This is an optimization exercise on Yosys and OpenROAD, whose aim is small area, a short achievable clock period and few clock cycles per item, not a production implementation.
At most, simulation tests tie the RTL to the original design; equivalence was not proved.
The RTL of runs 2 and 4 was laid out without a check of its function.
Power and IR drop assume default switching activity.

==> design.v <==
package dltq_pkg;
  localparam int MaxTimersDefault = 16;
  localparam int TimeBitsDefault  = 32;
  localparam int MaxExpiry        = 64;
  localparam int CntBits          = 7;
  localparam int InDataBits       = 72;
  localparam int OutDataBits      = 40;
  localparam logic [1:0] OP_ADD     = 2'd0;
  localparam logic [1:0] OP_REMOVE  = 2'd1;
  localparam logic [1:0] OP_ADVANCE = 2'd2;
  localparam logic [1:0] KIND_DONE   = 2'd0;
  localparam logic [1:0] KIND_FIRED  = 2'd1;
  localparam logic [1:0] KIND_REJECT = 2'd2;
  typedef enum logic [3:0] {
    CMD_NONE,
    CMD_LOAD,
    CMD_ADD_START,
    CMD_INS_START,
    CMD_INS_STEP,
    CMD_INS_FIN,
    CMD_REM_START,
    CMD_UNL_STEP,
    CMD_UNL_FIN,
    CMD_ADV_START,
    CMD_ADV_TRIM,
    CMD_ADV_POP,
    CMD_SET_OVR,
    CMD_SNAP,
    CMD_EMIT
  } cmd_op_t;
  typedef enum logic [1:0] {
    EMIT_REJ,
    EMIT_DONE,
    EMIT_PEND,
    EMIT_FIN
  } emit_sel_t;
  typedef struct packed {
    cmd_op_t   op;
    emit_sel_t sel;
  } cmd_t;
  typedef struct packed {
    logic [1:0] op;
    logic       id_bad;
    logic       act_id;
    logic       ins_more;
    logic       unl_more;
    logic       list_ne;
    logic       adv_trim;
    logic       cnt_full;
    logic       rep_head;
    logic       pend_valid;
    logic       out_free;
  } status_t;
endpackage
module delta_list_timer_queue #(
  parameter int MAX_TIMERS = dltq_pkg::MaxTimersDefault,
  parameter int TIME_BITS  = dltq_pkg::TimeBitsDefault
) (
  input  logic                             clk,
  input  logic                             rst,
  input  logic                             s_axis_tvalid,
  output logic                             s_axis_tready,
  input  logic [dltq_pkg::InDataBits-1:0]  s_axis_tdata,
  input  logic [1:0]                       s_axis_tuser,
  output logic                             m_axis_tvalid,
  input  logic                             m_axis_tready,
  output logic [dltq_pkg::OutDataBits-1:0] m_axis_tdata,
  output logic [1:0]                       m_axis_tuser,
  output logic                             m_axis_tlast
);
  localparam int N = 16;
  logic             req_v;
  logic [1:0]       req_op;
  logic [3:0]       req_id;
  logic [31:0]      req_val;     
  logic             req_rep;
  logic [N-1:0][32:0] dl;        
  logic [N-1:0][31:0] per;
  logic [N-1:0]       rpt;
  logic [N-1:0]       act;
  logic [N-1:0][3:0]  ord;       
  logic [N-1:0]       vm;        
  logic [32:0]      hd;
  logic [31:0]      hp;
  logic             hr;
  logic [32:0]      hx;
  logic [32:0]      tnow;
  logic [32:0]      tgt;
  logic             adv_busy;    
  logic [5:0]       cnt;         
  logic             pr_v;
  logic [1:0]       pr_kind;
  logic [3:0]       pr_id;
  logic             pr_last;
  logic             pr_ovr;
  logic             out_v;
  logic [37:0]      out_data;
  logic [1:0]       out_kind;
  logic             out_last;
  logic             sk_v;
  logic [37:0]      sk_data;
  logic [1:0]       sk_kind;
  logic             sk_last;
  function automatic logic lt32(input logic [31:0] a, input logic [31:0] b);
    logic [31:0] g, e;
    g = ~a & b;
    e = ~a | b;
    for (int w = 1; w < 32; w = w * 2)
      for (int i = 0; i < 32; i = i + 2 * w) begin
        g[i] = g[i+w] | (e[i+w] & g[i]);
        e[i] = e[i+w] & e[i];
      end
    lt32 = g[0];
  endfunction
  function automatic logic lessc(input logic [32:0] a, input logic [32:0] b);
    lessc = (a[32] ^ b[32]) ^ lt32(a[31:0], b[31:0]);
  endfunction
  logic exec_en, emit_go, start, fire, is_add, is_rem, is_adv;
  logic add_ok, rem_ok, fire_rep, fire_pop;
  logic [3:0]  h, o1;
  logic [32:0] do1, tsum, tgt_u, xin, ax, bx;
  logic [31:0] po1;
  logic        ro1;
  logic        due0, due_x, due_o1, next_due, cap, last;
  logic [N-1:0] lt;
  logic [N:0]   fpos;    
  logic [N-1:0] epos, bpos;
  assign exec_en = !pr_v || !sk_v;
  assign emit_go = pr_v && !sk_v;
  assign start   = req_v && !adv_busy && exec_en;
  assign s_axis_tready = !req_v || (!adv_busy && exec_en);
  assign is_add = start && (req_op == dltq_pkg::OP_ADD);
  assign is_rem = start && (req_op == dltq_pkg::OP_REMOVE);
  assign is_adv = start && (req_op == dltq_pkg::OP_ADVANCE);
  assign add_ok = is_add && !act[req_id];
  assign rem_ok = is_rem && act[req_id];
  assign h    = ord[0];
  assign o1   = ord[1];
  assign do1  = dl[o1];
  assign po1  = per[o1];
  assign ro1  = rpt[o1];
  assign tsum = tnow + {1'b0, req_val};
  assign tgt_u = adv_busy ? tgt : tsum;
  assign due0 = vm[0] && !lessc(tsum, hd);
  assign fire = (adv_busy && exec_en) || (is_adv && due0);
  assign fire_rep = fire && hr;
  assign fire_pop = fire && !hr;
  assign xin = (req_op == dltq_pkg::OP_ADD && !adv_busy) ? tsum : hx;
  assign ax = (req_op == dltq_pkg::OP_ADD && !adv_busy) ? (tsum + {1'b0, req_val})
                                                        : (hx + {1'b0, hp});
  assign bx = do1 + {1'b0, po1};
  always_comb begin
    for (int i = 0; i < N; i++) lt[i] = lessc(dl[i], xin);
    fpos[N] = 1'b0;
    for (int j = 0; j < N; j++) fpos[j] = vm[j] && lt[ord[j]];
    for (int j = 0; j < N; j++) epos[j] = vm[j] && (ord[j] == req_id);
    bpos[0] = epos[0];
    for (int j = 1; j < N; j++) bpos[j] = bpos[j-1] | epos[j];
  end
  assign due_x    = !lessc(tgt_u, hx);
  assign due_o1   = !lessc(tgt_u, do1);
  assign next_due = hr ? (fpos[1] ? due_o1 : due_x) : (vm[1] && due_o1);
  assign cap      = adv_busy && (cnt == 6'd62);
  assign last     = !next_due || cap;
  logic [31:0] nd;
  logic [37:0] res_data;
  assign nd       = vm[0] ? (hd[31:0] - tnow[31:0]) : 32'd0;
  assign res_data = {pr_ovr, nd, vm[0], pr_id};
  always_ff @(posedge clk) begin
    if (rst) begin
      req_v    <= 1'b0;
      act      <= '0;
      vm       <= '0;
      adv_busy <= 1'b0;
      pr_v     <= 1'b0;
      out_v    <= 1'b0;
      sk_v     <= 1'b0;
    end else begin
      if (s_axis_tready) begin
        req_v <= s_axis_tvalid;
        if (s_axis_tvalid) begin
          req_op  <= s_axis_tuser;
          req_id  <= s_axis_tdata[3:0];
          req_val <= (s_axis_tuser == dltq_pkg::OP_ADD) ? s_axis_tdata[35:4]
                                                        : s_axis_tdata[68:37];
          req_rep <= s_axis_tdata[36];
        end
      end
      for (int i = 0; i < N; i++) begin
        if ((add_ok && req_id == i) || (fire_rep && h == i)) dl[i] <= xin;
        if (add_ok && req_id == i) begin
          per[i] <= req_val;
          rpt[i] <= req_rep;
        end
        if (add_ok && req_id == i) act[i] <= 1'b1;
        else if ((rem_ok && req_id == i) || (fire_pop && h == i)) act[i] <= 1'b0;
      end
      if (add_ok) begin
        if (!fpos[0]) ord[0] <= req_id;
        for (int j = 1; j < N; j++) begin
          if (fpos[j]) ord[j] <= ord[j];
          else if (fpos[j-1]) ord[j] <= req_id;
          else ord[j] <= ord[j-1];
        end
        vm <= {vm[N-2:0], 1'b1};
      end else if (rem_ok) begin
        for (int j = 0; j < N - 1; j++)
          if (bpos[j]) ord[j] <= ord[j+1];
        vm <= {1'b0, vm[N-1:1]};
      end else if (fire_rep) begin
        ord[0] <= fpos[1] ? ord[1] : h;
        for (int j = 1; j < N - 1; j++) begin
          if (fpos[j+1]) ord[j] <= ord[j+1];
          else if (fpos[j]) ord[j] <= h;
        end
        if (fpos[N-1]) ord[N-1] <= h;
      end else if (fire_pop) begin
        for (int j = 0; j < N - 1; j++) ord[j] <= ord[j+1];
        vm <= {1'b0, vm[N-1:1]};
      end
      if ((add_ok && !fpos[0]) || (fire_rep && !fpos[1])) begin
        hd <= xin;
        hx <= ax;
      end else if ((rem_ok && epos[0]) || fire_pop || (fire_rep && fpos[1])) begin
        hd <= do1;
        hx <= bx;
      end
      if (add_ok && !fpos[0]) begin
        hp <= req_val;
        hr <= req_rep;
      end else if ((rem_ok && epos[0]) || fire_pop || (fire_rep && fpos[1])) begin
        hp <= po1;
        hr <= ro1;
      end
      if (is_adv) tgt <= tsum;
      if (is_adv && !due0) tnow <= tsum;
      if (fire) begin
        tnow     <= next_due ? hd : tgt_u;
        cnt      <= adv_busy ? cnt + 6'd1 : 6'd0;
        adv_busy <= !last;
      end
      if (start || fire) begin
        pr_v    <= 1'b1;
        pr_last <= !fire || last;
        pr_ovr  <= fire && next_due && cap;
        pr_id   <= fire ? h : req_id;
        if (fire) pr_kind <= dltq_pkg::KIND_FIRED;
        else if (add_ok || rem_ok || is_adv) pr_kind <= dltq_pkg::KIND_DONE;
        else pr_kind <= dltq_pkg::KIND_REJECT;
      end else if (emit_go) begin
        pr_v <= 1'b0;
      end
      if (!out_v || m_axis_tready) begin
        if (sk_v) begin
          out_v    <= 1'b1;
          out_data <= sk_data;
          out_kind <= sk_kind;
          out_last <= sk_last;
          sk_v     <= 1'b0;
        end else begin
          out_v    <= emit_go;
          out_data <= res_data;
          out_kind <= pr_kind;
          out_last <= pr_last;
        end
      end else if (emit_go) begin
        sk_v    <= 1'b1;
        sk_data <= res_data;
        sk_kind <= pr_kind;
        sk_last <= pr_last;
      end
    end
  end
  assign m_axis_tvalid = out_v;
  assign m_axis_tdata  = {2'b00, out_data};
  assign m_axis_tuser  = out_kind;
  assign m_axis_tlast  = out_last;
endmodule
==> run.sh <==
#!/bin/bash
# synth_recipe.tcl (not shown) runs the flow's synth.tcl, then flattens the netlist and writes it again
# the make line also repeats each setting of config.mk as NAME=value (left out here)
make -C /OpenROAD-flow-scripts/flow DESIGN_CONFIG=/design/flow/config.mk WORK_HOME=/design/flow/orfs CLKGATE_MAP_FILE= SYNTH_SCRIPT=/design/flow/synth_recipe.tcl finish
==> config.mk <==
export PLATFORM = sky130hd
export DESIGN_NAME = delta_list_timer_queue
export DESIGN_NICKNAME = delta_list_timer_queue
export VERILOG_FILES = /design/flow/design.v
export SDC_FILE = /design/flow/constraint.sdc
export NUM_CORES = 4
export LEC_CHECK = 0
export ABC_CLOCK_PERIOD_IN_PS = 5000
export CAP_MARGIN = 20
export CORE_MARGIN = 2
export CORE_UTILIZATION = 40
export SETUP_SLACK_MARGIN = 4
export SLEW_MARGIN = 20
==> constraint.sdc <==
create_clock -name core_clock -period 10.0 [get_ports {clk}]
set_input_delay 2.0000 -clock core_clock [delete_from_list [all_inputs] [get_ports {clk}]]
set_output_delay 2.0000 -clock core_clock [all_outputs]
set_load 0.01 [all_outputs]
==> impl_metrics.py, run 1 <==
metrics = {
    "sta": {
        "fin_tns_setup_ps": 0,
        "relSlewSlack_pct": 28.24,
        "tightest_slew_ps": 1074,
        "finalCritPeriodShare_pct": 69.92,
        "finalCriticalPeriod_ps": 6992,
        "fin_ws_ps": 3008,
        "hold_viol_final": 0,
        "final.setup_skew_ps": 38.83,
        "rsz0062_at_grt": "true",
        "slew_violations": 0,
        "setup_viol": 0,
        "fmaxAchievable_mhz": 143.0,
    },
    "synthesis": {
        "yosys_warnings": 1,
        "synth_xor_area_share_pct": 2.398,
        "yosysSeqAreaShare_pct": 52.95,
        "synth-edff-count": 1420,
        "syn_avg_cell_area_um2": 12.63,
        "syn_inst": 6484,
        "muxShareOfSynthArea_pct": 12.87,
        "synth_top_family_by_area": "compound AO/OA/AOI/OAI gates",
        "ys_ff_latch": 1457,
        "synth_cell_types": 141,
        "synthFlopType": "edfxtp_1",
        "ys_async_sr_fraction_pct": 0,
        "synth_adder_area_share_pct": 3.601,
        "synth_compound_area_share_pct": 15.48,
        "synth_area_mm2": 0.08192,
        "synth_simple_gate_area_share_pct": 8.883,
    },
    "run_status": {
        "status": "timing/DRC/antenna clean",
    },
    "setup_path": {
        "crit_slowest_cell": "mux4_2",
        "crit_path_max_fanout": 19,
        "required_ps": 10500,
        "critPathKind": "register to register",
        "cp.arrival_ps": 7490,
        "start_kind": "register",
        "r2r_setup_slack_ps": 3010,
        "cpMostUsedCell": "buf_4",
        "slowest_delay_ps": 570,
        "crit_path_end_kind": "register",
    },
    "clocking": {
        "clockBufferDepth": 3,
        "insertion_delay_ps": 810,
        "clock-root-buffer": "clkbuf_16",
        "tritoncts": "done",
        "cts_sinks": 1457,
        "htree_levels": 4,
        "clk_pin_slew_ps": 60,
        "cts_buffers": 158,
    },
    "final_layout": {
        "design_area_mm2": 0.1038,
        "layout_common_cells": "1420 x edfxtp_1, 473 x nand2_1, 416 x buf_4",
        "multi_input_area_mm2": 0.03982,
        "regArea_mm2": 0.04339,
        "finalNetCount": 7353,
        "layout-drive-gt1-share_pct": 30.53,
        "final_common_cell": "edfxtp_1",
        "filler_cell_count": 17110,
        "areaGrowthSynthToFinish_pct": 26.75,
    },
    "place": {
        "port_buffers": 117,
        "post-dp-hpwl_mm": 176.6,
        "place_ws_ps": 1291,
        "placed_area_mm2": 0.08707,
        "place.gp.congestion": 0.9220,
    },
    "flow_run": {
        "maxCapViolCount": 0,
    },
    "drt": {
        "detail_route.first_pass.iterations": 6,
        "vias": 64240,
        "wl_mm": 300.3,
        "drtIter0Drc": 9507,
        "drc": 0,
        "ant_nets": 0,
        "vias_per_cell": 6.473,
        "wl_per_cell_um": 30.26,
    },
    "die": {
        "die_h_um": 456.6,
        "rows": 166,
        "fp.coreArea_mm2": 0.2042,
        "die_area_mm2": 0.2084,
        "die_w_um": 456.6,
        "initial_core_util_pct": 40.12,
        "ios": 123,
    },
    "power": {
        "comb_power_share_pct": 12.9,
        "p_clk_share_pct": 40.7,
        "p_sw_mw": 3.713,
        "power_leakage_nw": 35.54,
        "vdd.ir_drop.worst_mv": 0.1651,
        "switching_share_pct": 25.40,
        "power.density_mw_per_mm2": 140.8,
        "power_frac_seq_pct": 46.4,
        "p_int_mw": 10.91,
    },
    "global_route": {
        "grt_pass1_vias": 60810,
        "grt_first_pass_wirelength_mm": 424.7,
        "antenna_found_initial": 4,
        "grt_max_degree": 82,
        "overflow": 0,
        "track_usage_pct": 27.47,
    },
    "worst_hold_path": {
        "hp-class": "register to register",
    },
}
[power groups by stage]
stage               clock network, mW  registers [mW]  logic [mW]
global placement                    0            6.94        1.37
global route                     6.23            6.79        1.98
floorplan                           0            6.91       0.976
detailed placement                  0            6.94        1.39
CTS                              5.99            6.79        1.70
finish                           5.95            6.79        1.88
[cells in the mapped netlist, drive strengths merged (87+ instances only)]
cell type,count,area share (%)
a21oi,293,1.8
xor2,97,1.0
nand2,505,2.3
nor3,137,0.89
xnor2,120,1.4
nor2,363,1.7
edfxtp,1420,52
nand3,139,0.86
clkbuf,194,0.89
o31ai,87,0.82
inv,285,1.3
a211oi,91,0.92
mux2,112,1.5
buf,238,1.6
o21ai,309,1.9
ha,160,2.4
a31oi,87,0.69
mux4,377,10
[worst max-delay path: cells and delay by family (launching register included)]
kind                     cells  cell delay [ps]
multiplexers                 1              570
adder cells (fa/ha/maj)      1              290
flip-flops                   1              400
AND/OR/NAND/NOR              5              910
AO/OA/AOI/OAI               11             2610
buffers and inverters       10             1690
XOR/XNOR                     1              150
[timing repair]
item | CTS | global route
endpoints found under the setup margin | 929 | 927
resized for setup | 688 | 290
hold buffers | 0 | 0
buffers inserted | 345 | 130
pin swaps | 216 | 162
cloned | 101 | 20
[logic make-up (layout without fill, tap and decap cells)]
logic type,count (synthesis),after routing
XOR/XNOR,217,218
adder cells (fa/ha/maj),248,248
AO/OA/AOI/OAI,1748,1757
other,1,3
AND/OR/NAND/NOR,1527,1532
flip-flops,1457,1457
buffers and inverters,719,1455
multiplexers,567,567
[metal layers]
metal,GRT usage (%),vias up,routed length (um)
li1,-,27160,-
met1,37.57,32430,118800
met2,42.23,3838,134600
met3,5.200,815,30060
met4,12.98,0,16820
met5,0,-,0
[state kept, by name, indices dropped and copies added, names as in the netlist, 4 cells and up]
name and count:
hx 33, hd 33, act 16, req_id 4
vm 16, out_data 38, sk_data 38, rpt 16
tnow 33, req_val 32, per 512, hp 32
ord 64, pr_id 4, dl 528, cnt 6
tgt 33
[final timing paths]
kind | startpoint | to | cells after the start
worst min-delay path | pr_kind[1] | sk_kind[1] | 0
worst min register to register | pr_kind[1] | sk_kind[1] | 0
worst max register to register | req_val[11] | hx[9] | 29
worst max-delay path | req_val[11] | hx[9] | 29
[area by class of cell]
class	instances	area share [%]
sequential	1457	41.78
multi-input combinational	4324	38.35
timing repair buffer	878	10.56
clock buffer	188	3.987
tap	2688	3.239
inverter	287	1.095
clock inverter	98	0.9652
timing repair inverter	4	0.01808
antenna	1	0.002410
[through the flow]
step                      hold slack [ps]  utilization [%]  cells  power, mW
final                               455.3            50.86   9925      14.62
after global routing                464.2            50.86   9925      15.00
after CTS                           455.5            49.39   9774      14.48
after detailed placement            439.0            42.65   9042      8.327
after global placement              439.0            42.65   9042      8.306
after floorplan                     422.2                -   6485      7.885
Testbench counts, summed over its fixed seeds: cycles 18,422, items 8,000.
==> inputs of run 2 (changes only) <==
--- a/design.v
+++ b/design.v
@@ -52,6 +52,93 @@
     logic       out_free;
   } status_t;
 endpackage
+module dltq_cmp2 (
+  input  logic [1:0] a,
+  input  logic [1:0] b,
+  output logic       g,
+  output logic       p
+);
+  logic g1, p1, g0, p0;
+  assign g1 = ~a[1] & b[1];
+  assign p1 = ~a[1] | b[1];
+  assign g0 = ~a[0] & b[0];
+  assign p0 = ~a[0] | b[0];
+  assign g  = g1 | (p1 & g0);
+  assign p  = g1 | (p1 & p0);
+endmodule
+module dltq_cmpj (
+  input  logic gh,
+  input  logic ph,
+  input  logic gl,
+  input  logic pl,
+  output logic g,
+  output logic p
+);
+  assign g = gh | (ph & gl);
+  assign p = gh | (ph & pl);
+endmodule
+module dltq_lessc (
+  input  logic [32:0] a,
+  input  logic [32:0] b,
+  output logic        lt
+);
+  logic [15:0] g1, p1;
+  logic [7:0]  g2, p2;
+  logic [3:0]  g3, p3;
+  logic [1:0]  g4, p4;
+  logic        g5, p5;
+  for (genvar i = 0; i < 16; i++) begin : g_l1
+    dltq_cmp2 u (.a(a[2*i+1:2*i]), .b(b[2*i+1:2*i]), .g(g1[i]), .p(p1[i]));
+  end
+  for (genvar i = 0; i < 8; i++) begin : g_l2
+    dltq_cmpj u (.gh(g1[2*i+1]), .ph(p1[2*i+1]), .gl(g1[2*i]), .pl(p1[2*i]), .g(g2[i]), .p(p2[i]));
+  end
+  for (genvar i = 0; i < 4; i++) begin : g_l3
+    dltq_cmpj u (.gh(g2[2*i+1]), .ph(p2[2*i+1]), .gl(g2[2*i]), .pl(p2[2*i]), .g(g3[i]), .p(p3[i]));
+  end
+  for (genvar i = 0; i < 2; i++) begin : g_l4
+    dltq_cmpj u (.gh(g3[2*i+1]), .ph(p3[2*i+1]), .gl(g3[2*i]), .pl(p3[2*i]), .g(g4[i]), .p(p4[i]));
+  end
+  dltq_cmpj u_l5 (.gh(g4[1]), .ph(p4[1]), .gl(g4[0]), .pl(p4[0]), .g(g5), .p(p5));
+  assign lt = a[32] ^ b[32] ^ g5;
+endmodule
+module dltq_pfx (
+  input  logic gh,
+  input  logic ph,
+  input  logic gl,
+  input  logic pl,
+  output logic g,
+  output logic p
+);
+  assign g = gh | (ph & gl);
+  assign p = ph & pl;
+endmodule
+module dltq_add33 (
+  input  logic [32:0] a,
+  input  logic [32:0] b,
+  output logic [32:0] s
+);
+  localparam int W = 33;
+  logic [W-1:0] x;
+  logic [W-1:0] g [7];
+  logic [W-1:0] p [7];
+  assign x    = a ^ b;
+  assign g[0] = a & b;
+  assign p[0] = x;
+  for (genvar k = 0; k < 6; k++) begin : g_lvl
+    for (genvar i = 0; i < W; i++) begin : g_bit
+      if (i >= (1 << k)) begin : g_node
+        dltq_pfx u (.gh(g[k][i]), .ph(p[k][i]), .gl(g[k][i-(1<<k)]), .pl(p[k][i-(1<<k)]),
+                    .g(g[k+1][i]), .p(p[k+1][i]));
+      end else begin : g_pass
+        assign g[k+1][i] = g[k][i];
+        assign p[k+1][i] = p[k][i];
+      end
+    end
+  end
+  assign s[0] = x[0];
+  assign s[W-1:1] = x[W-1:1] ^ g[6][W-2:0];
+endmodule
 module delta_list_timer_queue #(
   parameter int MAX_TIMERS = dltq_pkg::MaxTimersDefault,
   parameter int TIME_BITS  = dltq_pkg::TimeBitsDefault
@@ -97,24 +184,6 @@
   logic [37:0]      out_data;
   logic [1:0]       out_kind;
   logic             out_last;
-  logic             sk_v;
-  logic [37:0]      sk_data;
-  logic [1:0]       sk_kind;
-  logic             sk_last;
-  function automatic logic lt32(input logic [31:0] a, input logic [31:0] b);
-    logic [31:0] g, e;
-    g = ~a & b;
-    e = ~a | b;
-    for (int w = 1; w < 32; w = w * 2)
-      for (int i = 0; i < 32; i = i + 2 * w) begin
-        g[i] = g[i+w] | (e[i+w] & g[i]);
-        e[i] = e[i+w] & e[i];
-      end
-    lt32 = g[0];
-  endfunction
-  function automatic logic lessc(input logic [32:0] a, input logic [32:0] b);
-    lessc = (a[32] ^ b[32]) ^ lt32(a[31:0], b[31:0]);
-  endfunction
   logic exec_en, emit_go, start, fire, is_add, is_rem, is_adv;
   logic add_ok, rem_ok, fire_rep, fire_pop;
   logic [3:0]  h, o1;
@@ -125,8 +194,8 @@
   logic [N-1:0] lt;
   logic [N:0]   fpos;    
   logic [N-1:0] epos, bpos;
-  assign exec_en = !pr_v || !sk_v;
-  assign emit_go = pr_v && !sk_v;
+  assign exec_en = !pr_v || !out_v || m_axis_tready;
+  assign emit_go = pr_v && (!out_v || m_axis_tready);
   assign start   = req_v && !adv_busy && exec_en;
   assign s_axis_tready = !req_v || (!adv_busy && exec_en);
   assign is_add = start && (req_op == dltq_pkg::OP_ADD);
@@ -139,9 +208,11 @@
   assign do1  = dl[o1];
   assign po1  = per[o1];
   assign ro1  = rpt[o1];
-  assign tsum = tnow + {1'b0, req_val};
+  dltq_add33 u_tsum (.a(tnow), .b({1'b0, req_val}), .s(tsum));
   assign tgt_u = adv_busy ? tgt : tsum;
-  assign due0 = vm[0] && !lessc(tsum, hd);
+  logic c_due0, c_due_x, c_due_o1;
+  dltq_lessc u_due0 (.a(tsum), .b(hd), .lt(c_due0));
+  assign due0 = vm[0] && !c_due0;
   assign fire = (adv_busy && exec_en) || (is_adv && due0);
   assign fire_rep = fire && hr;
   assign fire_pop = fire && !hr;
@@ -149,16 +220,25 @@
   assign ax = (req_op == dltq_pkg::OP_ADD && !adv_busy) ? (tsum + {1'b0, req_val})
                                                         : (hx + {1'b0, hp});
   assign bx = do1 + {1'b0, po1};
+  logic c_h, c_o1;
+  dltq_lessc u_c_h (.a(hd), .b(xin), .lt(c_h));
+  dltq_lessc u_c_o1 (.a(do1), .b(xin), .lt(c_o1));
+  for (genvar i = 0; i < N; i++) begin : g_lt
+    dltq_lessc u_lt (.a(dl[i]), .b(xin), .lt(lt[i]));
+  end
   always_comb begin
-    for (int i = 0; i < N; i++) lt[i] = lessc(dl[i], xin);
     fpos[N] = 1'b0;
-    for (int j = 0; j < N; j++) fpos[j] = vm[j] && lt[ord[j]];
+    fpos[0] = vm[0] && c_h;
+    fpos[1] = vm[1] && c_o1;
+    for (int j = 2; j < N; j++) fpos[j] = vm[j] && lt[ord[j]];
     for (int j = 0; j < N; j++) epos[j] = vm[j] && (ord[j] == req_id);
     bpos[0] = epos[0];
     for (int j = 1; j < N; j++) bpos[j] = bpos[j-1] | epos[j];
   end
-  assign due_x    = !lessc(tgt_u, hx);
-  assign due_o1   = !lessc(tgt_u, do1);
+  dltq_lessc u_due_x (.a(tgt_u), .b(hx), .lt(c_due_x));
+  dltq_lessc u_due_o1 (.a(tgt_u), .b(do1), .lt(c_due_o1));
+  assign due_x    = !c_due_x;
+  assign due_o1   = !c_due_o1;
   assign next_due = hr ? (fpos[1] ? due_o1 : due_x) : (vm[1] && due_o1);
   assign cap      = adv_busy && (cnt == 6'd62);
   assign last     = !next_due || cap;
@@ -174,7 +254,6 @@
       adv_busy <= 1'b0;
       pr_v     <= 1'b0;
       out_v    <= 1'b0;
-      sk_v     <= 1'b0;
     end else begin
       if (s_axis_tready) begin
         req_v <= s_axis_tvalid;
@@ -251,23 +330,10 @@
         pr_v <= 1'b0;
       end
       if (!out_v || m_axis_tready) begin
-        if (sk_v) begin
-          out_v    <= 1'b1;
-          out_data <= sk_data;
-          out_kind <= sk_kind;
-          out_last <= sk_last;
-          sk_v     <= 1'b0;
-        end else begin
-          out_v    <= emit_go;
-          out_data <= res_data;
-          out_kind <= pr_kind;
-          out_last <= pr_last;
-        end
-      end else if (emit_go) begin
-        sk_v    <= 1'b1;
-        sk_data <= res_data;
-        sk_kind <= pr_kind;
-        sk_last <= pr_last;
+        out_v    <= emit_go;
+        out_data <= res_data;
+        out_kind <= pr_kind;
+        out_last <= pr_last;
       end
     end
   end
--- a/config.mk
+++ b/config.mk
@@ -5,9 +5,12 @@
 export SDC_FILE = /design/flow/constraint.sdc
 export NUM_CORES = 4
 export LEC_CHECK = 0
-export ABC_CLOCK_PERIOD_IN_PS = 5000
 export CAP_MARGIN = 20
 export CORE_MARGIN = 2
-export CORE_UTILIZATION = 40
-export SETUP_SLACK_MARGIN = 4
+export CORE_UTILIZATION = 55
+export PLACE_DENSITY = 0.7
+export SETUP_SLACK_MARGIN = 5
 export SLEW_MARGIN = 20
+export SYNTH_HIERARCHICAL = 1
+export SYNTH_MINIMUM_KEEP_SIZE = 0
+export TNS_END_PERCENT = 10
==> impl_metrics.py, run 2 <==
metrics = {
    "clocking": {
        "htree_levels": 4,
        "ctsHoldBuffers": 0,
        "cts_buffers": 156,
        "clk_pin_slew_ps": 60,
        "cts_sinks": 1415,
        "clockBufferDepth": 3,
        "insertion_delay_ps": 840,
        "clock-root-buffer": "clkbuf_16",
        "tritoncts": "done",
    },
    "drt": {
        "drc": 0,
        "wl_mm": 252.8,
        "vias": 58430,
        "ant_nets": 0,
        "wl_per_cell_um": 27.77,
        "drtIter0Drc": 6703,
        "vias_per_cell": 6.417,
        "detail_route.first_pass.iterations": 6,
    },
    "global_route": {
        "grt_pass1_vias": 56750,
        "antenna_found_initial": 5,
        "grt_max_degree": 115,
        "track_usage_pct": 31.02,
        "grt_first_pass_wirelength_mm": 364.7,
        "overflow": 0,
    },
    "die": {
        "ios": 123,
        "rows": 144,
        "die_area_mm2": 0.1583,
        "die_w_um": 397.9,
        "die_h_um": 397.9,
        "initial_core_util_pct": 55.39,
        "fp.coreArea_mm2": 0.1540,
    },
    "sta": {
        "setup_viol": 0,
        "rsz0062_at_grt": "true",
        "fin_tns_setup_ps": 0,
        "relSlewSlack_pct": 22.76,
        "finalCriticalPeriod_ps": 6473,
        "fin_hold_ws_ps": 423.0,
        "tightest_slew_ps": 1154,
        "fmaxAchievable_mhz": 154.5,
        "slew_violations": 0,
        "final.setup_skew_ps": 45.98,
        "hold_viol_final": 0,
        "finalCritPeriodShare_pct": 64.73,
    },
    "final_layout": {
        "layout-drive-gt1-share_pct": 28.50,
        "areaGrowthSynthToFinish_pct": 16.12,
        "layout_common_cells": "1379 x edfxtp_1, 716 x a21o_1, 651 x maj3_2",
        "filler_cell_count": 11260,
        "finalNetCount": 7183,
        "final_common_cell": "edfxtp_1",
        "diodes": 0,
        "regMostFlops": "dl",
        "largest_registers": "dl x528, per x512, ord x64",
        "stdcell_count": 9106,
        "largest_reg_flops": 528,
        "design_area_mm2": 0.09909,
    },
    "setup_path": {
        "crit_slowest_cell": "mux4_2",
        "cp_num_buf_inv": 4,
        "cpMostUsedCell": "a21o_1",
        "slowest_delay_ps": 550,
        "path_depth": 24,
        "r2r_setup_slack_ps": 3530,
        "r2r_start": "req_val[8]",
        "r2r-end": "ord[52]",
        "path_delay_family": "multiplexers",
        "worstSetupEndpoint": "ord[52]",
        "critPathKind": "register to register",
        "cp_cell_sequence": "ha_4, and2_1, and2_1, and2_1, a21o_1, buf_4, buf_4, xor2_4, nand2_4, buf_12, nand2_4, nor2b_1, maj3_2, a21o_1, a21o_1, a21o_1, a21o_1, xor3_2, mux4_2, mux4_2, a21oi_4, buf_4, mux2i_1, a21oi_1",
        "ff2ff_path_depth": 24,
        "required_ps": 10540,
        "crit_start": "req_val[8]",
        "crit_path_max_fanout": 14,
        "start_kind": "register",
        "cp.arrival_ps": 7020,
        "crit_path_end_kind": "register",
    },
    "worst_hold_path": {
        "hp-class": "register to register",
    },
    "synthesis": {
        "syn_avg_cell_area_um2": 12.85,
        "syn_inst": 6643,
        "synth_area_mm2": 0.08533,
        "yosys_warnings": 12,
    },
    "power": {
        "power_frac_seq_pct": 45.6,
        "p_clk_share_pct": 42.2,
        "p_sw_mw": 3.553,
        "switching_share_pct": 24.62,
        "vdd.ir_drop.worst_mv": 0.1919,
        "p_int_mw": 10.88,
        "power_leakage_nw": 37.55,
        "comb_power_share_pct": 12.2,
        "power.density_mw_per_mm2": 145.6,
    },
    "place": {
        "place.gp.congestion": 0.9576,
        "port_buffers": 117,
        "placed_area_mm2": 0.09024,
        "post-dp-hpwl_mm": 156.4,
        "dp_cells": 8651,
    },
    "flow_run": {
        "maxCapViolCount": 0,
    },
    "run_status": {
        "status": "timing/DRC/antenna clean",
    },
}
==> run 2: worst register-to-register path: stages, from the launching register on <==
cell	delay, ps
edfxtp_1	520
ha_4	360
and2_1	180
and2_1	230
and2_1	170
a21o_1	210
buf_4	130
buf_4	120
xor2_4	300
nand2_4	130
buf_12	170
nand2_4	150
nor2b_1	180
maj3_2	220
a21o_1	110
a21o_1	110
a21o_1	290
a21o_1	290
xor3_2	510
mux4_2	540
mux4_2	550
a21oi_4	180
buf_4	180
mux2i_1	240
a21oi_1	110
==> run 2: how the worst min path moves through the flow <==
stage                         endpoint  cells past startpoint  slack (ps)  startpoint
after floorplan            out_data[0]                      0         400    pr_id[0]
after global placement     out_data[3]                      0         410    pr_id[3]
after detailed placement   out_kind[0]                      0         410  pr_kind[0]
after CTS                 out_data[37]                      0         420      pr_ovr
after global routing      out_data[37]                      0         430      pr_ovr
final                     out_data[37]                      0         420      pr_ovr
==> run 2: cell type report <==
class                      instances  area, um^2  area share (%)
clock buffer                     175        3996           4.033
sequential                      1415       42130           42.52
tap                             2044        2557           2.581
timing repair buffer             352        3724           3.758
inverter                         417        1569           1.583
clock inverter                   105        1389           1.402
multi-input combinational       4598       43720           44.12
==> run 2: timing repair <==
action	CTS	global route
cloned	25	13
setup buffers	93	42
resized for setup	222	107
pin swaps	88	54
endpoints found under the setup margin	930	930
==> run 2: power groups by stage <==
stage / Sequential, mW / Clock [mW] / Combinational, mW
finish: 6.59 / 6.08 / 1.76
CTS: 6.59 / 6.15 / 1.69
global placement: 6.73 / 0 / 1.51
floorplan: 6.71 / 0 / 1.13
detailed placement: 6.73 / 0 / 1.54
global route: 6.59 / 6.38 / 1.87
==> run 2: routing by layer <==
layer	up-vias	GRT usage [%]	part of all wire [%]
li1	25600	-	-
met1	29630	42.65	40
met3	499	5.314	8.6
met4	4	13.07	4.4
met5	-	0	0.011
met2	2693	48.95	47
==> run 2: metrics by stage <==
| step | util, % | setup slack, ps | power, mW |
|---|---|---|---|
| finish | 64.32 | 3527 | 14.43 |
| global route | 64.32 | 3437 | 14.83 |
| CTS | 63.61 | 3635 | 14.43 |
| detailed placement | 58.58 | 2589 | 8.274 |
| global placement | 58.57 | 2689 | 8.236 |
| floorplan | - | 4443 | 7.844 |
==> inputs of run 3 (changes only) <==
--- a/design.v
+++ b/design.v
@@ -160,6 +160,7 @@
   logic [1:0]       req_op;
   logic [3:0]       req_id;
   logic [31:0]      req_val;     
+  logic [32:0]      xr;          
   logic             req_rep;
   logic [N-1:0][32:0] dl;        
   logic [N-1:0][31:0] per;
@@ -187,7 +188,8 @@
   logic exec_en, emit_go, start, fire, is_add, is_rem, is_adv;
   logic add_ok, rem_ok, fire_rep, fire_pop;
   logic [3:0]  h, o1;
-  logic [32:0] do1, tsum, tgt_u, xin, ax, bx;
+  logic [32:0] do1, tsum, tgt_u, xin, ax, bx, xbase, xs_hd, xs_oth;
+  logic [31:0] vsel;
   logic [31:0] po1;
   logic        ro1;
   logic        due0, due_x, due_o1, next_due, cap, last;
@@ -208,7 +210,7 @@
   assign do1  = dl[o1];
   assign po1  = per[o1];
   assign ro1  = rpt[o1];
-  dltq_add33 u_tsum (.a(tnow), .b({1'b0, req_val}), .s(tsum));
+  assign tsum = xr;
   assign tgt_u = adv_busy ? tgt : tsum;
   logic c_due0, c_due_x, c_due_o1;
   dltq_lessc u_due0 (.a(tsum), .b(hd), .lt(c_due0));
@@ -241,6 +243,11 @@
   assign due_o1   = !c_due_o1;
   assign next_due = hr ? (fpos[1] ? due_o1 : due_x) : (vm[1] && due_o1);
   assign cap      = adv_busy && (cnt == 6'd62);
+  assign vsel  = !s_axis_tready ? req_val :
+                 (s_axis_tuser == dltq_pkg::OP_ADD) ? s_axis_tdata[35:4] : s_axis_tdata[68:37];
+  assign xbase = (adv_busy && exec_en) ? tgt : (is_adv ? xr : tnow);
+  dltq_add33 u_xs_oth (.a(xbase), .b({1'b0, vsel}), .s(xs_oth));
+  dltq_add33 u_xs_hd (.a(hd), .b({1'b0, vsel}), .s(xs_hd));
   assign last     = !next_due || cap;
   logic [31:0] nd;
   logic [37:0] res_data;
@@ -255,6 +262,7 @@
       pr_v     <= 1'b0;
       out_v    <= 1'b0;
     end else begin
+      xr <= (fire && next_due) ? xs_hd : xs_oth;
       if (s_axis_tready) begin
         req_v <= s_axis_tvalid;
         if (s_axis_tvalid) begin
==> impl_metrics.py, run 3 <==
metrics = {
    "drt": {
        "vias_per_cell": 6.594,
        "wl_mm": 295.1,
        "vias": 64570,
        "drt-met1-wl_mm": 113.4,
        "top_layer": "met5",
        "detail_route.first_pass.iterations": 6,
        "drtIter0Drc": 8402,
        "ant_nets": 0,
        "wl_met2_mm": 135.9,
        "met3_length_mm": 28.00,
        "drc": 0,
        "wl_per_cell_um": 30.13,
    },
    "die": {
        "die_w_um": 408.5,
        "fp.coreArea_mm2": 0.1626,
        "rows": 148,
        "ios": 123,
        "initial_core_util_pct": 55.36,
        "die_h_um": 408.5,
        "die_area_mm2": 0.1669,
    },
    "sta": {
        "fin_tns_setup_ps": 0,
        "rsz0062_at_grt": "true",
        "tightest_slew_ps": 1109,
        "fmaxAchievable_mhz": 177.4,
        "relSlewSlack_pct": 26.07,
        "final.setup_skew_ps": 42.19,
        "fin_hold_ws_ps": 413.5,
        "fin_ws_ps": 4363,
        "hold_viol_final": 0,
        "finalCriticalPeriod_ps": 5637,
        "slew_violations": 0,
        "setup_viol": 0,
        "finalCritPeriodShare_pct": 56.37,
    },
    "setup_path": {
        "start_kind": "register",
        "slowest_delay_ps": 570,
        "crit_path_end_kind": "register",
        "crit_path_max_fanout": 8,
        "cp.arrival_ps": 6240,
        "cpMostUsedCell": "a21o_4",
        "cp_cell_sequence": "or3_4, buf_16, nand2_8, buf_6, nand2_8, nand2b_4, maj3_2, a21o_1, a21o_4, a21o_4, a21o_4, xor3_4, buf_6, mux4_2, mux4_2, a21oi_4, nand2_1, o21ai_0, a211oi_2, buf_4",
        "required_ps": 10600,
        "r2r_start": "req_op[1]",
        "r2r-end": "ord[59]",
        "critPathKind": "register to register",
        "cp_num_buf_inv": 4,
        "crit_slowest_cell": "xor3_4",
        "path_delay_family": "compound AO/OA/AOI/OAI gates",
        "r2r_setup_slack_ps": 4360,
        "ff2ff_path_depth": 20,
    },
    "worst_hold_path": {
        "hp-class": "register to register",
        "hold_end": "out_kind[0]",
        "hold_depth": 0,
        "hold_start": "pr_kind[0]",
    },
    "final_layout": {
        "finalNetCount": 7773,
        "multi_input_area_mm2": 0.04788,
        "final_common_cell": "edfxtp_1",
        "layout-drive-gt1-share_pct": 28.04,
        "largest_registers": "dl x528, per x512, ord x64",
        "design_area_mm2": 0.1050,
        "areaGrowthSynthToFinish_pct": 16.70,
        "diodes": 0,
        "layout_common_cells": "1412 x edfxtp_1, 832 x a21o_1, 651 x maj3_2",
        "filler_cell_count": 12070,
        "regArea_mm2": 0.04313,
        "regMostFlops": "dl",
        "largest_reg_flops": 528,
    },
    "place": {
        "port_buffers": 117,
        "placed_area_mm2": 0.09431,
        "place_ws_ps": 2539,
        "place.gp.congestion": 0.9892,
        "post-dp-hpwl_mm": 179.3,
    },
    "clocking": {
        "cts_buffers": 158,
        "clockBufferDepth": 3,
        "clk_pin_slew_ps": 60,
        "htree_levels": 4,
        "clock-root-buffer": "clkbuf_16",
        "cts_sinks": 1448,
        "ctsHoldBuffers": 0,
        "insertion_delay_ps": 840,
        "tritoncts": "done",
    },
    "synthesis": {
        "syn_avg_cell_area_um2": 12.58,
        "syn_inst": 7156,
        "yosys_warnings": 12,
        "synth_area_mm2": 0.09001,
    },
    "power": {
        "vdd.ir_drop.worst_mv": 0.2084,
        "power.density_mw_per_mm2": 147.6,
        "power_leakage_nw": 40.89,
    },
    "global_route": {
        "overflow": 0,
        "grt_max_degree": 89,
        "track_usage_pct": 34.09,
        "antenna_found_initial": 9,
        "grt_pass1_vias": 61870,
        "grt_first_pass_wirelength_mm": 417.9,
    },
    "flow_run": {
        "maxCapViolCount": 0,
    },
    "run_status": {
        "status": "timing/DRC/antenna clean",
    },
}
run 3: cell count changes in the layout (fill, tap and decap cells not counted), moves of 19 or more:
cell | previous run | this run
nor3_1 | 46 | 27
nand2_4 | 34 | 76
ha_1 | 130 | 174
nor2_1 | 186 | 150
mux2_2 | 117 | 160
a21o_1 | 716 | 832
o21ai_2 | 0 | 26
mux2i_1 | 86 | 120
xor2_1 | 84 | 143
edfxtp_1 | 1379 | 1412
buf_4 | 147 | 169
and2_1 | 106 | 227
run 3: timing repair:
| action | in CTS | in global routing |
|---|---|---|
| gates cloned | 75 | 15 |
| pin swaps | 69 | 75 |
| resized for setup | 404 | 161 |
| setup endpoints to repair | 920 | 880 |
| buffers inserted | 84 | 61 |
run 3: how the worst max path moves through the flow:
stage                         end  cells past startpoint           from
after floorplan           dl[264]                     11  m_axis_tready
after global placement    dl[264]                     14  m_axis_tready
after detailed placement  dl[264]                     14  m_axis_tready
after CTS                 ord[17]                     16      req_op[0]
after global routing      ord[59]                     20      req_op[1]
final                     ord[59]                     20      req_op[1]
run 3: final cells by class:
type,instances,area share (%)
Multi-Input combinational cell,5082,45.59
Timing Repair Buffer,392,4.368
Tap cell,2175,2.591
Sequential cell,1448,41.06
Inverter,416,1.490
Clock buffer,188,3.953
Clock inverter,92,0.9530
run 3: metal layers:
metal / vias up / track usage [%]
li1: 27690 / -
met1: 32470 / 45.59
met2: 3623 / 53.88
met3: 787 / 6.019
met4: 6 / 16.87
met5: - / 0
run 3: power by group:
group / switching (mW) / internal [mW]
clock network: 2.52 / 3.43
logic: 1.47 / 1.15
registers: 0.152 / 6.78
run 3: through the flow:
stage               util, %  cells  power [mW]
finish                64.60   9793       15.50
global route          64.60   9793       15.90
CTS                   63.58   9717       15.39
detailed placement    58.01   9278       9.258
global placement      58.01   9278       9.204
floorplan                 -   7159       8.579
Testbench counts of run 3, summed over its fixed seeds: cycles 18,422, items 8,000.
==> inputs of run 4 (changes only) <==
--- a/design.v
+++ b/design.v
@@ -160,7 +160,8 @@
   logic [1:0]       req_op;
   logic [3:0]       req_id;
   logic [31:0]      req_val;     
-  logic [32:0]      xr;          
+  logic [32:0]      xr;
+  logic             xadd;        
   logic             req_rep;
   logic [N-1:0][32:0] dl;        
   logic [N-1:0][31:0] per;
@@ -173,7 +174,6 @@
   logic             hr;
   logic [32:0]      hx;
   logic [32:0]      tnow;
-  logic [32:0]      tgt;
   logic             adv_busy;    
   logic [5:0]       cnt;         
   logic             pr_v;
@@ -185,6 +185,10 @@
   logic [37:0]      out_data;
   logic [1:0]       out_kind;
   logic             out_last;
+  logic             sk_v;
+  logic [37:0]      sk_data;
+  logic [1:0]       sk_kind;
+  logic             sk_last;
   logic exec_en, emit_go, start, fire, is_add, is_rem, is_adv;
   logic add_ok, rem_ok, fire_rep, fire_pop;
   logic [3:0]  h, o1;
@@ -196,8 +200,8 @@
   logic [N-1:0] lt;
   logic [N:0]   fpos;    
   logic [N-1:0] epos, bpos;
-  assign exec_en = !pr_v || !out_v || m_axis_tready;
-  assign emit_go = pr_v && (!out_v || m_axis_tready);
+  assign exec_en = !pr_v || !sk_v;
+  assign emit_go = pr_v && !sk_v;
   assign start   = req_v && !adv_busy && exec_en;
   assign s_axis_tready = !req_v || (!adv_busy && exec_en);
   assign is_add = start && (req_op == dltq_pkg::OP_ADD);
@@ -211,15 +215,15 @@
   assign po1  = per[o1];
   assign ro1  = rpt[o1];
   assign tsum = xr;
-  assign tgt_u = adv_busy ? tgt : tsum;
+  assign tgt_u = xr;
   logic c_due0, c_due_x, c_due_o1;
   dltq_lessc u_due0 (.a(tsum), .b(hd), .lt(c_due0));
   assign due0 = vm[0] && !c_due0;
   assign fire = (adv_busy && exec_en) || (is_adv && due0);
   assign fire_rep = fire && hr;
   assign fire_pop = fire && !hr;
-  assign xin = (req_op == dltq_pkg::OP_ADD && !adv_busy) ? tsum : hx;
-  assign ax = (req_op == dltq_pkg::OP_ADD && !adv_busy) ? (tsum + {1'b0, req_val})
+  assign xin = xadd ? tsum : hx;
+  assign ax = xadd ? (tsum + {1'b0, req_val})
                                                         : (hx + {1'b0, hp});
   assign bx = do1 + {1'b0, po1};
   logic c_h, c_o1;
@@ -245,7 +249,7 @@
   assign cap      = adv_busy && (cnt == 6'd62);
   assign vsel  = !s_axis_tready ? req_val :
                  (s_axis_tuser == dltq_pkg::OP_ADD) ? s_axis_tdata[35:4] : s_axis_tdata[68:37];
-  assign xbase = (adv_busy && exec_en) ? tgt : (is_adv ? xr : tnow);
+  assign xbase = (adv_busy || is_adv) ? xr : tnow;
   dltq_add33 u_xs_oth (.a(xbase), .b({1'b0, vsel}), .s(xs_oth));
   dltq_add33 u_xs_hd (.a(hd), .b({1'b0, vsel}), .s(xs_hd));
   assign last     = !next_due || cap;
@@ -261,8 +265,12 @@
       adv_busy <= 1'b0;
       pr_v     <= 1'b0;
       out_v    <= 1'b0;
+      sk_v     <= 1'b0;
     end else begin
-      xr <= (fire && next_due) ? xs_hd : xs_oth;
+      if (!(fire ? !last : adv_busy)) xr <= (fire && next_due) ? xs_hd : xs_oth;
+      xadd <= ((s_axis_tready && s_axis_tvalid) ? (s_axis_tuser == dltq_pkg::OP_ADD)
+                                                 : (req_op == dltq_pkg::OP_ADD))
+              && !(fire ? !last : adv_busy);
       if (s_axis_tready) begin
         req_v <= s_axis_tvalid;
         if (s_axis_tvalid) begin
@@ -319,7 +327,6 @@
         hp <= po1;
         hr <= ro1;
       end
-      if (is_adv) tgt <= tsum;
       if (is_adv && !due0) tnow <= tsum;
       if (fire) begin
         tnow     <= next_due ? hd : tgt_u;
@@ -338,10 +345,23 @@
         pr_v <= 1'b0;
       end
       if (!out_v || m_axis_tready) begin
-        out_v    <= emit_go;
-        out_data <= res_data;
-        out_kind <= pr_kind;
-        out_last <= pr_last;
+        if (sk_v) begin
+          out_v    <= 1'b1;
+          out_data <= sk_data;
+          out_kind <= sk_kind;
+          out_last <= sk_last;
+          sk_v     <= 1'b0;
+        end else begin
+          out_v    <= emit_go;
+          out_data <= res_data;
+          out_kind <= pr_kind;
+          out_last <= pr_last;
+        end
+      end else if (emit_go) begin
+        sk_v    <= 1'b1;
+        sk_data <= res_data;
+        sk_kind <= pr_kind;
+        sk_last <= pr_last;
       end
     end
   end
==> impl_metrics.py, run 4 <==
metrics = {
    "run_status": {
        "status": "timing/DRC/antenna clean",
    },
    "place": {
        "place.gp.congestion": 0.9671,
        "placed_area_mm2": 0.09397,
        "dp_cells": 9042,
        "post-dp-hpwl_mm": 173.4,
        "port_buffers": 117,
    },
    "final_layout": {
        "finalNetCount": 7432,
        "areaGrowthSynthToFinish_pct": 13.23,
        "fin_util_pct": 62.64,
        "layout_common_cells": "1421 x edfxtp_1, 848 x a21o_1, 651 x maj3_2",
        "stdcell_count": 9461,
        "layout-drive-gt1-share_pct": 26.84,
        "largest_reg_flops": 528,
        "final_common_cell": "edfxtp_1",
        "design_area_mm2": 0.1019,
        "regMostFlops": "dl",
        "largest_registers": "dl x528, per x512, ord x64",
    },
    "die": {
        "rows": 148,
        "ios": 123,
        "fp.coreArea_mm2": 0.1626,
        "die_area_mm2": 0.1668,
        "die_w_um": 408.4,
        "initial_core_util_pct": 55.33,
        "die_h_um": 408.4,
    },
    "clocking": {
        "cts_sinks": 1458,
        "htree_levels": 4,
        "cts_buffers": 162,
        "tritoncts": "done",
        "clk_pin_slew_ps": 60,
        "insertion_delay_ps": 860,
        "clockBufferDepth": 3,
        "clock-root-buffer": "clkbuf_16",
    },
    "drt": {
        "detail_route.first_pass.iterations": 6,
        "wl_per_cell_um": 28.14,
        "drtIter0Drc": 6522,
        "vias": 60370,
        "vias_per_cell": 6.381,
        "wl_mm": 266.3,
        "ant_nets": 0,
        "drc": 0,
    },
    "synthesis": {
        "syn_avg_cell_area_um2": 13.04,
        "yosys_warnings": 12,
        "synth_area_mm2": 0.08995,
        "syn_inst": 6897,
    },
    "global_route": {
        "overflow": 0,
        "track_usage_pct": 31.45,
        "grt_first_pass_wirelength_mm": 389.1,
        "use_met3_pct": 5.906,
        "grt_busiest_layer": "met2",
        "grt_max_degree": 67,
        "antenna_found_initial": 8,
        "grt_pass1_vias": 59820,
        "grtUsageMet1_pct": 42.92,
        "grtUsageMet2_pct": 49.68,
    },
    "power": {
        "vdd.ir_drop.worst_mv": 0.1985,
        "fin_total_pwr_mw": 15.38,
        "power.density_mw_per_mm2": 151.0,
        "power_leakage_nw": 39.14,
    },
    "sta": {
        "tightest_slew_ps": 1094,
        "final.setup_skew_ps": 74.89,
        "finalCritPeriodShare_pct": 53.51,
        "relSlewSlack_pct": 27.07,
        "fmaxAchievable_mhz": 186.9,
        "hold_viol_final": 0,
        "rsz0062_at_grt": "true",
        "setup_viol": 0,
        "finalCriticalPeriod_ps": 5351,
        "slew_violations": 0,
        "fin_tns_setup_ps": 0,
    },
    "setup_path": {
        "cp.arrival_ps": 5860,
        "critPathKind": "register to register",
        "crit_path_max_fanout": 66,
        "crit_path_end_kind": "register",
        "start_kind": "register",
        "required_ps": 10510,
        "r2r_setup_slack_ps": 4650,
    },
    "worst_hold_path": {
        "hp-class": "register to register",
    },
    "flow_run": {
        "maxCapViolCount": 0,
    },
}
==> run 4: timing repair <==
item	4_1_cts	5_1_grt
hold buffers	0	0
gates cloned	23	1
gates resized for setup	162	39
setup endpoints to repair	921	870
pin swaps	22	4
setup buffers	72	28
==> run 4: layout make-up <==
class,instances,area (um^2)
Clock buffer,197,4205
Clock inverter,95,1160
Multi-Input combinational cell,4776,45000
Tap cell,2175,2721
Fill cell,12240,60740
Inverter,426,1607
Antenna cell,1,2.502
Timing Repair Buffer,333,3746
Sequential cell,1458,43410
==> run 4: metrics by stage <==
stage	setup slack [ps]	hold WS [ps]
6_report	4649	453.1
5_1_grt	4572	482.7
4_1_cts	4653	459.0
3_5_place_dp	3253	442.8
3_3_place_gp	3328	443.3
2_1_floorplan	4375	422.2
==> run 4: worst paths after layout <==
path | start | endpoint | cells after the start
min | pr_id[2] | sk_data[2] | 0
max | ord[5] | xr[28] | 19
min reg2reg | pr_id[2] | sk_data[2] | 0
max reg2reg | ord[5] | xr[28] | 19
==> run 4: layer usage <==
metal | vias up | part of all wire [%]
li1 | 26680 | -
met1 | 30470 | 40
met2 | 2687 | 46
met3 | 520 | 8.9
met4 | 6 | 4.2
met5 | - | 0.019
==> run 4: critical path, stage by stage, from the launching register on <==
cell,delay [ps]
edfxtp_1,400
buf_12,150
buf_16,240
mux4_2,480
mux4_2,650
nand2b_4,200
maj3_2,290
a21o_1,180
a21o_1,200
a21o_1,270
a21o_1,260
xor3_1,190
nand3b_1,160
o21ai_4,100
buf_6,130
nand3_2,100
nand2_2,100
nor2_4,140
buf_12,160
bufbuf_16,340
==> run 4: report_power, final <==
part / switching, mW / internal [mW]
sequential: 0.128 / 6.80
clock: 2.63 / 3.45
combinational: 1.28 / 1.09
total: 4.04 / 11.3
==> inputs of run 5 (changes only) <==
--- a/design.v
+++ b/design.v
@@ -52,66 +52,87 @@
     logic       out_free;
   } status_t;
 endpackage
-module dltq_cmp2 (
-  input  logic [1:0] a,
-  input  logic [1:0] b,
-  output logic       g,
-  output logic       p
-);
-  logic g1, p1, g0, p0;
-  assign g1 = ~a[1] & b[1];
-  assign p1 = ~a[1] | b[1];
-  assign g0 = ~a[0] & b[0];
-  assign p0 = ~a[0] | b[0];
-  assign g  = g1 | (p1 & g0);
-  assign p  = g1 | (p1 & p0);
+module dltq_cmp1 (
+  input  logic a,
+  input  logic b,
+  output logic g,
+  output logic p
+);
+  assign g = ~a & b;
+  assign p = ~a | b;
 endmodule
-module dltq_cmpj (
+module dltq_jn (
   input  logic gh,
   input  logic ph,
   input  logic gl,
   input  logic pl,
+  output logic ng,
+  output logic np
+);
+  assign ng = ~(gh | (ph & gl));
+  assign np = ~(gh | (ph & pl));
+endmodule
+module dltq_jp (
+  input  logic ngh,
+  input  logic nph,
+  input  logic ngl,
+  input  logic npl,
   output logic g,
   output logic p
 );
-  assign g = gh | (ph & gl);
-  assign p = gh | (ph & pl);
+  assign g = ~(ngh & (nph | ngl));
+  assign p = ~(ngh & (nph | npl));
 endmodule
 module dltq_lessc (
   input  logic [32:0] a,
   input  logic [32:0] b,
   output logic        lt
 );
+  logic [31:0] g0, p0;
   logic [15:0] g1, p1;
   logic [7:0]  g2, p2;
   logic [3:0]  g3, p3;
   logic [1:0]  g4, p4;
   logic        g5, p5;
+  for (genvar i = 0; i < 32; i++) begin : g_l0
+    dltq_cmp1 u (.a(a[i]), .b(b[i]), .g(g0[i]), .p(p0[i]));
+  end
   for (genvar i = 0; i < 16; i++) begin : g_l1
-    dltq_cmp2 u (.a(a[2*i+1:2*i]), .b(b[2*i+1:2*i]), .g(g1[i]), .p(p1[i]));
+    dltq_jn u (.gh(g0[2*i+1]), .ph(p0[2*i+1]), .gl(g0[2*i]), .pl(p0[2*i]), .ng(g1[i]), .np(p1[i]));
   end
   for (genvar i = 0; i < 8; i++) begin : g_l2
-    dltq_cmpj u (.gh(g1[2*i+1]), .ph(p1[2*i+1]), .gl(g1[2*i]), .pl(p1[2*i]), .g(g2[i]), .p(p2[i]));
+    dltq_jp u (.ngh(g1[2*i+1]), .nph(p1[2*i+1]), .ngl(g1[2*i]), .npl(p1[2*i]), .g(g2[i]), .p(p2[i]));
   end
   for (genvar i = 0; i < 4; i++) begin : g_l3
-    dltq_cmpj u (.gh(g2[2*i+1]), .ph(p2[2*i+1]), .gl(g2[2*i]), .pl(p2[2*i]), .g(g3[i]), .p(p3[i]));
+    dltq_jn u (.gh(g2[2*i+1]), .ph(p2[2*i+1]), .gl(g2[2*i]), .pl(p2[2*i]), .ng(g3[i]), .np(p3[i]));
   end
   for (genvar i = 0; i < 2; i++) begin : g_l4
-    dltq_cmpj u (.gh(g3[2*i+1]), .ph(p3[2*i+1]), .gl(g3[2*i]), .pl(p3[2*i]), .g(g4[i]), .p(p4[i]));
+    dltq_jp u (.ngh(g3[2*i+1]), .nph(p3[2*i+1]), .ngl(g3[2*i]), .npl(p3[2*i]), .g(g4[i]), .p(p4[i]));
   end
-  dltq_cmpj u_l5 (.gh(g4[1]), .ph(p4[1]), .gl(g4[0]), .pl(p4[0]), .g(g5), .p(p5));
-  assign lt = a[32] ^ b[32] ^ g5;
+  dltq_jn u_l5 (.gh(g4[1]), .ph(p4[1]), .gl(g4[0]), .pl(p4[0]), .ng(g5), .np(p5));
+  assign lt = ~(a[32] ^ b[32] ^ g5);
 endmodule
-module dltq_pfx (
+module dltq_pn (
   input  logic gh,
   input  logic ph,
   input  logic gl,
   input  logic pl,
+  output logic ng,
+  output logic np
+);
+  assign ng = ~(gh | (ph & gl));
+  assign np = ~(ph & pl);
+endmodule
+module dltq_pp (
+  input  logic ngh,
+  input  logic nph,
+  input  logic ngl,
+  input  logic npl,
   output logic g,
   output logic p
 );
-  assign g = gh | (ph & gl);
-  assign p = ph & pl;
+  assign g = ~(ngh & (nph | ngl));
+  assign p = ~(nph | npl);
 endmodule
 module dltq_add33 (
   input  logic [32:0] a,
@@ -128,11 +149,16 @@
   for (genvar k = 0; k < 6; k++) begin : g_lvl
     for (genvar i = 0; i < W; i++) begin : g_bit
       if (i >= (1 << k)) begin : g_node
-        dltq_pfx u (.gh(g[k][i]), .ph(p[k][i]), .gl(g[k][i-(1<<k)]), .pl(p[k][i-(1<<k)]),
-                    .g(g[k+1][i]), .p(p[k+1][i]));
+        if (k % 2 == 0) begin : g_n
+          dltq_pn u (.gh(g[k][i]), .ph(p[k][i]), .gl(g[k][i-(1<<k)]), .pl(p[k][i-(1<<k)]),
+                     .ng(g[k+1][i]), .np(p[k+1][i]));
+        end else begin : g_p
+          dltq_pp u (.ngh(g[k][i]), .nph(p[k][i]), .ngl(g[k][i-(1<<k)]), .npl(p[k][i-(1<<k)]),
+                     .g(g[k+1][i]), .p(p[k+1][i]));
+        end
       end else begin : g_pass
-        assign g[k+1][i] = g[k][i];
-        assign p[k+1][i] = p[k][i];
+        assign g[k+1][i] = ~g[k][i];
+        assign p[k+1][i] = ~p[k][i];
       end
     end
   end
==> impl_metrics.py, run 5 <==
metrics = {
    "drt": {
        "vias": 63930,
        "vias_per_cell": 6.483,
        "drc": 0,
        "wl_mm": 276.3,
        "wl_per_cell_um": 28.02,
        "detail_route.first_pass.iterations": 6,
        "ant_nets": 0,
        "drtIter0Drc": 6952,
    },
    "synthesis": {
        "yosys_warnings": 12,
        "synth_area_mm2": 0.09051,
        "syn_avg_cell_area_um2": 12.56,
        "syn_inst": 7207,
    },
    "die": {
        "die_area_mm2": 0.1678,
        "fp.coreArea_mm2": 0.1631,
        "die_h_um": 409.7,
        "die_w_um": 409.7,
        "rows": 148,
        "initial_core_util_pct": 55.48,
        "ios": 123,
    },
    "sta": {
        "slew_violations": 0,
        "fin_tns_setup_ps": 0,
        "rsz0062_at_grt": "true",
        "setup_viol": 0,
        "tightest_slew_ps": 1105,
        "hold_viol_final": 0,
        "relSlewSlack_pct": 26.31,
        "finalCritPeriodShare_pct": 51.39,
        "final.setup_skew_ps": 45.63,
        "finalCriticalPeriod_ps": 5139,
        "fmaxAchievable_mhz": 194.6,
    },
    "worst_hold_path": {
        "hp-class": "register to register",
        "hold_start": "pr_id[0]",
    },
    "final_layout": {
        "largest_registers": "dl x528, per x512, ord x64",
        "layout_common_cells": "1421 x edfxtp_1, 674 x nand2b_1, 673 x nor2b_2",
        "layout-drive-gt1-share_pct": 36.72,
        "stdcell_count": 9861,
        "finalNetCount": 7822,
        "areaGrowthSynthToFinish_pct": 15.40,
        "regMostFlops": "dl",
        "multi_input_area_mm2": 0.04787,
        "final_common_cell": "edfxtp_1",
        "largest_reg_flops": 528,
        "regArea_mm2": 0.04341,
        "filler_cell_count": 11960,
    },
    "clocking": {
        "clk_pin_slew_ps": 60,
        "htree_levels": 4,
        "clockBufferDepth": 3,
        "tritoncts": "done",
        "ctsHoldBuffers": 0,
        "insertion_delay_ps": 840,
        "cts_buffers": 161,
        "cts_sinks": 1458,
        "clock-root-buffer": "clkbuf_16",
    },
    "global_route": {
        "antenna_found_initial": 3,
        "grt_max_degree": 114,
        "track_usage_pct": 31.29,
        "overflow": 0,
        "grt_first_pass_wirelength_mm": 392.5,
        "grt_pass1_vias": 62100,
    },
    "place": {
        "dp_cells": 9376,
        "port_buffers": 117,
        "post-dp-hpwl_mm": 178.0,
        "place.gp.congestion": 0.9987,
    },
    "setup_path": {
        "start_kind": "register",
        "r2r_start": "ord[4]",
        "critPathKind": "register to register",
        "cp.arrival_ps": 5800,
        "crit_start": "ord[4]",
        "required_ps": 10660,
        "crit_path_end_kind": "register",
        "crit_path_max_fanout": 10,
    },
    "power": {
        "power_leakage_nw": 35.16,
        "p_sw_mw": 4.267,
        "power_frac_seq_pct": 44.0,
        "p_clk_share_pct": 39.6,
        "comb_power_share_pct": 16.4,
        "switching_share_pct": 27.04,
        "vdd.ir_drop.worst_mv": 0.1780,
        "p_int_mw": 11.52,
        "power.density_mw_per_mm2": 151.1,
    },
    "flow_run": {
        "maxCapViolCount": 0,
    },
    "run_status": {
        "status": "timing/DRC/antenna clean",
    },
}
[run 5: repair_timing]
| item | CTS | global route |
|---|---|---|
| buffers inserted | 35 | 96 |
| gates cloned | 30 | 20 |
| resized for setup | 153 | 243 |
| setup endpoints to repair | 812 | 843 |
| pin swaps | 24 | 36 |
[run 5: power groups by stage]
stage               logic, mW  clock network (mW)  registers (mW)
floorplan                1.69                   0            7.02
global placement         2.22                   0            7.07
detailed placement       2.28                   0            7.08
CTS                      2.38                6.31            6.95
global route             2.76                6.53            6.95
finish                   2.59                6.24            6.95
[run 5: stage by stage]
step	total power [mW]	worst slack (ps)	utilization (%)	area, um^2	hold WS [ps]
after global routing	16.24	4805	64.02	104400	464.5
after CTS	15.64	4755	62.61	102100	449.2
after floorplan	8.710	4503	-	90560	422.2
after global placement	9.288	3191	58.01	94640	431.0
after detailed placement	9.354	3130	58.03	94670	438.2
final	15.78	4861	64.03	104500	449.1
[run 5: cell type report]
class,instances,share of cell area [%]
Multi-Input combinational cell,5435,45.83
Sequential cell,1458,41.56
Timing Repair Buffer,385,4.300
Clock buffer,188,4.015
Tap cell,2175,2.605
Clock inverter,110,1.295
Inverter,104,0.3749
Antenna cell,6,0.01437
[run 5: path summary, 6_finish.rpt]
path | to | slack (ps) | depth (start not counted)
worst max-delay path | hx[32] | 4860 | 16
worst min-delay path | sk_data[0] | 450 | 0
worst max register to register | hx[32] | 4860 | 16
worst min register to register | sk_data[0] | 450 | 0
[run 5: worst max-delay path: stages (launching register included)]
cell,delay (ps)
edfxtp_1,410
buf_12,180
buf_16,190
buf_16,180
mux4_2,600
mux4_2,630
ha_4,350
and4_1,220
nand3_1,120
a2111o_1,460
o211a_1,200
o21a_1,250
o21a_4,270
o311ai_4,240
a21oi_1,140
xor2_1,170
a221oi_2,280
[run 5: layer usage]
layer	share of wire [%]	up-vias	GRT usage, %
li1	-	28240	-
met5	0.0047	-	0
met2	48	2935	51.69
met4	3.7	2	11.41
met3	8.6	500	5.245
met1	40	32240	41.67
Testbench counts of run 5, summed over its fixed seeds: cycles 18,422, items 8,000.

-- afterwards: timing with drivers on the ports --
Ports are ideal in the flow. The routed layouts listed here were re-timed in OpenROAD. Step 1 sets driving cells, clkbuf_16 on the clock port and buf_2 on the other inputs (assumed; they add their load-dependent delay and slew). Step 2 adds t to the input delays and takes it off the output delays; t is the mean of the earliest and latest rising clock arrival at the registers after step 1. Input paths then give back, and output paths get back, about the clock's delay inside the block. Slacks: ideal ports / drivers / drivers and shift; pairs: ideal ports / drivers.
run | shift t [ns] | setup slack, ns | worst data-port slew with drivers (ns)
run 1 | 0.881 | 3.008 / 3.008 / 3.008 | 0.04
run 2 | 0.907 | 3.527 / 3.527 / 3.527 | 0.05
run 3 | 0.903 | 4.363 / 4.363 / 3.939 | 0.08
run 4 | 0.908 | 4.649 / 4.633 / 3.897 | 0.04
run 5 | 0.907 | 4.861 / 4.861 / 4.031 | 0.08
After both steps every run listed still meets setup and hold. For run 5, which loses most, drivers alone change the setup slack by 0.000 ns; drivers and shift together by -0.830 ns.
